From an optimization exercise on the open Yosys and OpenROAD flow, aimed at small area, a short achievable clock period and few clock cycles per item; shortcuts taken in it are not production practice.
The RTL was checked by simulation tests, not by an equivalence proof against the original design.
Power figures rest on the tool's default switching activity, not on a simulated workload.

## inline_markup_style_parser_core
module inline_markup_style_parser_core (
	input  wire logic        clk,
	input  wire logic        arst_n,
	input  wire logic        items_valid,
	output logic             items_ready,
	input  wire logic [15:0] items_code,
	input  wire logic [1:0]  items_kind,
	output logic             results_valid,
	input  wire logic        results_ready,
	output logic [1:0]       results_event_res,
	output logic [15:0]      results_char_out,
	output logic             results_bold,
	output logic             results_italic,
	output logic             results_underline,
	output logic             results_strike,
	output logic             results_last
);
==> flow/config.mk <==
export PLATFORM = sky130hd
export DESIGN_NAME = inline_markup_style_parser_core
export DESIGN_NICKNAME = inline_markup_style_parser_core
export VERILOG_FILES = /design/flow/design.v
export SDC_FILE = /design/flow/constraint.sdc
export NUM_CORES = 4
export LEC_CHECK = 0
export CAP_MARGIN = 20
export CORE_MARGIN = 2
export CORE_UTILIZATION = 60
export SLEW_MARGIN = 20
==> flow/constraint.sdc <==
create_clock -name core_clock -period 11.0 [get_ports {clk}]
set_input_delay 2.2000 -clock core_clock [delete_from_list [all_inputs] [get_ports {clk}]]
set_output_delay 2.2000 -clock core_clock [all_outputs]
set_load 0.01 [all_outputs]
standard.sh (not shown) runs the stock make flow with config.mk's settings and CLKGATE_MAP_FILE= SYNTH_SCRIPT=/design/flow/synth_recipe.tcl, a recipe that flattens the netlist after the stock synthesis.
==> flow/flow/run.sh <==
#!/bin/bash
# Standard synthesis, unchanged; then the standard ORFS layout steps with
# the settings below.
set -euo pipefail
bash standard.sh synth > synth.log 2>&1
bash standard.sh \
  BUFFER_PORTS_ARGS=-buffer_cell\ sky130_fd_sc_hd__buf_2 \
  SETUP_SLACK_MARGIN=7.9 \
  CTS_ARGS=-sink_clustering_enable\ -repair_clock_nets\ -dont_use_dummy_load \
  finish > layout.log 2>&1
Testbench counts at the start, summed over its fixed seeds: cycles 40,349, items 40,240.
Then changed:
--- a/flow/flow/run.sh
+++ b/flow/flow/run.sh
@@ -7,3 +7,3 @@
   BUFFER_PORTS_ARGS=-buffer_cell\ sky130_fd_sc_hd__buf_2 \
-  SETUP_SLACK_MARGIN=7.9 \
+  SETUP_SLACK_MARGIN=7.7 \
   CTS_ARGS=-sink_clustering_enable\ -repair_clock_nets\ -dont_use_dummy_load \
What happened: Die area does not change; clock power is about the same; via count fell by about 1.7%; power fell by about 1%; sequential power hardly moves; hold slack stays flat; wire length fell by 2.9%; synthesized area is unchanged; synthesized cell count does not change.

inline_markup_style_parser_core, a different RTL version from the one above (not shown whole).
For scale: about 80 flip-flops.
// inline_markup_style_parser_core
module inline_markup_style_parser_core (
	input  wire logic        clk,
	input  wire logic        arst_n,
	input  wire logic        items_valid,
	output logic             items_ready,
	input  wire logic [15:0] items_code,
	input  wire logic [1:0]  items_kind,
	output logic             results_valid,
	input  wire logic        results_ready,
	output logic [1:0]       results_event_res,
	output logic [15:0]      results_char_out,
	output logic             results_bold,
	output logic             results_italic,
	output logic             results_underline,
	output logic             results_strike,
	output logic             results_last
);
==> flow/config.mk <==
export PLATFORM = sky130hd
export DESIGN_NAME = inline_markup_style_parser_core
export DESIGN_NICKNAME = inline_markup_style_parser_core
export VERILOG_FILES = /design/flow/design.v
export SDC_FILE = /design/flow/constraint.sdc
export NUM_CORES = 4
export LEC_CHECK = 0
export CAP_MARGIN = 20
export CORE_MARGIN = 2
export CORE_UTILIZATION = 60
export SLEW_MARGIN = 20
==> flow/constraint.sdc <==
create_clock -name core_clock -period 11.0 [get_ports {clk}]
set_input_delay 2.2000 -clock core_clock [delete_from_list [all_inputs] [get_ports {clk}]]
set_output_delay 2.2000 -clock core_clock [all_outputs]
set_load 0.01 [all_outputs]
==> flow/flow/run.sh <==
#!/bin/bash
# Standard synthesis, unchanged; then the standard ORFS layout steps with
# plain buffers on the ports and timing repair aimed below the clock period.
set -euo pipefail
bash standard.sh synth > synth.log 2>&1
bash standard.sh \
  "BUFFER_PORTS_ARGS=-buffer_cell sky130_fd_sc_hd__buf_2" \
  "SETUP_SLACK_MARGIN=7.5" \
  finish > layout.log 2>&1
Testbench counts at the start, summed over its fixed seeds: cycles 40,978, items 40,240.
Then changed:
==> flow/flow/run.sh (replaced) <==
#!/bin/bash
# Standard synthesis, unchanged; then the standard ORFS layout steps with
# the settings below.
set -euo pipefail
bash standard.sh synth > synth.log 2>&1
bash standard.sh \
  BUFFER_PORTS_ARGS=-buffer_cell\ sky130_fd_sc_hd__buf_2 \
  SETUP_SLACK_MARGIN=7.9 \
  finish > layout.log 2>&1
- CTS_CLUSTER_DIAMETER: not set -> 60
- CTS_CLUSTER_SIZE: not set -> 30
The changed run completed with no timing, DRC or antenna violations.
Hold slack hardly moves.
Power hardly moves.
Synthesized cell count is unchanged.
Global-route usage rises by 0.66 points.
Routed wire length rises by 7.4%.

## port drivers added, routing unchanged
The results above use ideal ports. As a check the final layouts listed here were re-extracted and re-timed, cells and wires unchanged. Step 1, drivers: a clkbuf_16 drives clk and a buf_2 each remaining input, both assumed. Step 2 also shifts input and output timing later by t, the mid clock arrival at the registers, as if the neighbouring blocks saw the same clock. a / b / c = no drivers / after step 1 / after step 2; a / b = the first two.
| run | shift t [ns] | setup WS [ns] | slew at the worst register clock pin (ns) |
|---|---|---|---|
| the first run of note 1 | 0.372 | 7.930 / 7.900 / 7.580 | 0.09 / 0.09 |
| the second run of note 1 | 0.377 | 7.799 / 7.808 / 7.432 | 0.09 / 0.09 |
| the first run of note 2 | 0.384 | 7.639 / 7.639 / 7.272 | 0.09 / 0.09 |
| the second run of note 2 | 0.384 | 7.888 / 7.858 / 7.569 | 0.09 / 0.09 |
After both steps setup and hold are still met in every run listed.
